What follows belongs to an exercise in optimizing a design on an open flow for small area, a short achievable clock period and few clock cycles; a production flow would make more cautious choices.
Where RTL was checked, it was by simulation tests only, not by an equivalence proof against the original.
No activity file was given, so power comes from the tool's default toggle rates.

Design ps2_keyboard_to_hid_report, start of the top module:
module ps2_keyboard_to_hid_report #(
   parameter int KEY_MAP_BITS = ps2kb_pkg::KEY_MAP_BITS_DEF,
   parameter int REPORT_SLOTS = ps2kb_pkg::REPORT_SLOTS_DEF
) (
   input  wire logic                          clock,
   input  wire logic                          reset,
   input  wire logic                          req_tvalid,
   output logic                               req_tready,
   input  wire logic                          req_tuser,   
   input  wire logic [7:0]                    req_tdata,   
   output logic                               rsp_tvalid,
   input  wire logic                          rsp_tready,
   output logic [ps2kb_pkg::RSP_DATA_W-1:0]   rsp_tdata,
   input  wire logic                          csr_valid,
   output logic                               csr_ready,
   input  wire logic [9:0]                    csr_data     
);
Size in the first run: about 1300 cells after synthesis, about 220 flip-flops, about 91 I/O pins, roughly 13000 um^2 of cells after synthesis.
clock: 8.0 ns
lec_check: 0
cap_margin: 20
core_margin: 2
core_utilization: 40
cts_buf_list: sky130_fd_sc_hd__clkbuf_4 sky130_fd_sc_hd__clkbuf_8
cts_cluster_diameter: 50
cts_cluster_size: 20
place_density: 0.6
setup_slack_margin: 5.0
slew_margin: 20
buffer_ports_args: -buffer_cell sky130_fd_sc_hd__buf_2
standard.sh (not shown) runs the stock make flow with config.mk's settings and CLKGATE_MAP_FILE= SYNTH_SCRIPT=/design/flow/synth_recipe.tcl, a recipe that flattens the netlist after the stock synthesis.
==> flow/flow/run.sh <==
#!/bin/bash
# The standard layout (the standard.sh, all steps), with one change to how it is made:
# the buffers that placement puts on every input and output port are buf_2 cells instead of
# the cell buffer_ports picks by default (a slow clkdlybuf4s50_1).
set -euo pipefail
printf '\nexport BUFFER_PORTS_ARGS = -buffer_cell sky130_fd_sc_hd__buf_2\n' >> config.mk
bash standard.sh > standard.log 2>&1
Next try:
--- a/flow/design.v
+++ b/flow/design.v
@@ -944,20 +944,21 @@
    input  wire logic [7:0]                    req_tdata,   
    output logic                               rsp_tvalid,
    input  wire logic                          rsp_tready,
    output logic [ps2kb_pkg::RSP_DATA_W-1:0]   rsp_tdata,
    input  wire logic                          csr_valid,
    output logic                               csr_ready,
    input  wire logic [9:0]                    csr_data     
 );
    localparam int NS = 6;   
    localparam logic [127:0] KEYS = 128'h0000003ffffffffffffbfffffffffff2;
+   localparam logic [6:0]   KEY_TOP = 7'd101;   
    assign csr_ready = 1'b1;
    logic busy_ff;                       
    logic e_go;                          
    logic p_scan;                        
    logic       a_valid_ff, s_valid_ff, rdy_ff;
    logic [8:0] a_item_ff, s_item_ff;    
    logic       a_take;                  
    logic       acc;
    assign req_tready = rdy_ff;
    assign acc        = req_tvalid && rdy_ff;
@@ -1035,34 +1036,34 @@
       end
    end
    always_ff @(posedge clock) begin
       if (b_load) begin
          b_tick_ff <= a_item_ff[8];
          b_brk_ff  <= rel_ff;
          b_key_ff  <= d_key;
       end
    end
    logic [127:0] map_ff;
-   logic [9:0]   ticks_ff;              
+   logic [9:0]   rem_ff;                
    logic         m_valid_ff, m_tick_ff, m_brk_ff, m_member_ff;
    logic [6:0]   m_key_ff;
    logic [6:0]   km;                    
    logic         e_wr;                  
    logic         m_member;
    assign m_load   = !busy_ff && (!m_valid_ff || (e_go && !p_scan));
-   assign km       = busy_ff ? ticks_ff[6:0] : b_key_ff;
+   assign km       = busy_ff ? rem_ff[6:0] : b_key_ff;
    assign m_member = (e_wr && m_key_ff == km) ? !m_brk_ff : map_ff[km];
    always_ff @(posedge clock) begin
       if (reset) begin
          m_valid_ff <= 1'b0;
       end else if (busy_ff) begin
-         m_valid_ff <= !scan_end;
+         m_valid_ff <= rem_ff[6:0] != 7'd0 && !scan_end;
       end else if (m_load) begin
          m_valid_ff <= b_valid_ff;
       end else if (e_go) begin
          m_valid_ff <= 1'b0;
       end
    end
    always_ff @(posedge clock) begin
       if (busy_ff || m_load) begin
          m_tick_ff   <= !busy_ff && b_tick_ff;
          m_brk_ff    <= b_brk_ff;
@@ -1109,21 +1110,21 @@
       end
    end
    always_comb begin
       p_ins  = 1'b0;
       p_del  = 1'b0;
       p_roll = 1'b0;
       p_scan = 1'b0;
       p_rep  = 1'b0;
       if (!busy_ff) begin
          if (m_tick_ff) begin
-            p_rep = idle_ff != 10'd0 && ticks_ff + 10'd1 == idle_ff;
+            p_rep = idle_ff != 10'd0 && rem_ff == 10'd1;
          end else begin
             if (is_key && chg) begin
                if (!m_brk_ff) begin
                   p_roll = !over_ff && cnt_ff == CNT_6;
                   p_ins  = !over_ff && cnt_ff != CNT_6;
                end else begin
                   p_scan = over_ff && cnt_ff == CNT_7;
                   p_del  = !over_ff;
                end
             end
@@ -1169,21 +1170,21 @@
             slot_ff[s] <= d;
          end
       end
    end
    always_ff @(posedge clock) begin
       if (reset) begin
          mods_ff      <= 8'd0;
          over_ff      <= 1'b0;
          cnt_ff       <= CNT_0;
          idle_ff      <= 10'd0;
-         ticks_ff     <= 10'd0;
+         rem_ff       <= 10'd0;
          busy_ff      <= 1'b0;
          rsp_valid_ff <= 1'b0;
       end else begin
          if (csr_valid) begin
             idle_ff <= csr_data;
          end
          if (do_rep) begin
             rsp_valid_ff <= 1'b1;
          end else if (rsp_tready) begin
             rsp_valid_ff <= 1'b0;
@@ -1198,19 +1199,23 @@
          if (do_roll) begin
             over_ff <= 1'b1;
          end
          if (do_scan) begin
             over_ff <= 1'b0;
             busy_ff <= 1'b1;
          end
          if (scan_end) begin
             busy_ff <= 1'b0;
          end
-         if (do_scan || do_rep) begin
-            ticks_ff <= 10'd0;
+         if (csr_valid) begin
+            rem_ff <= csr_data;
+         end else if (do_scan) begin
+            rem_ff <= {3'b000, KEY_TOP};
+         end else if (do_rep) begin
+            rem_ff <= idle_ff;
          end else if (busy_ff || (e_go && m_tick_ff)) begin
-            ticks_ff <= ticks_ff + 10'd1;
+            rem_ff <= rem_ff - 10'd1;
          end
       end
    end
 endmodule
 `default_nettype wire
Via count came out lower slightly.
Register-to-register slack barely changes.
Wire length is lower slightly.
Power fell slightly.
Setup slack hardly moves.
Final area rose slightly.
Critical path depth is lower by 2.
Non-clock buffer count came out higher by 2.
Testbench counts after the change, summed over its fixed seeds: cycles 6,924.
No functional check of the RTL was part of the first run of this note.

## afterwards: timing with drivers on the ports
The results above use ideal ports. As a check the final layouts listed here were re-extracted and re-timed, cells and wires unchanged. Step 1 assumes that a clkbuf_16 drives the clock port and a buf_2 every other input. Step 2 times the ports against the registers' clock, not the clock port: input delays grow and output delays shrink by t, the midpoint of the rising clock arrivals with the driver on. Three values: no drivers, after step 1, after step 2; two values: the first two.
| run | shift t [ns] | slack for setup (ns) | worst setup path at the end | cell pins on the clock port's net |
|---|---|---|---|---|
| the first run | 0.621 | 5.057 / 5.039 / 4.459 | input to register | 1 |
| the second run | 0.634 | 5.059 / 5.019 / 4.625 | input to register | 1 |
After both steps every run listed still meets setup and hold. For the first run, which loses most, drivers alone change the setup slack by -0.018 ns; drivers and shift together by -0.598 ns.
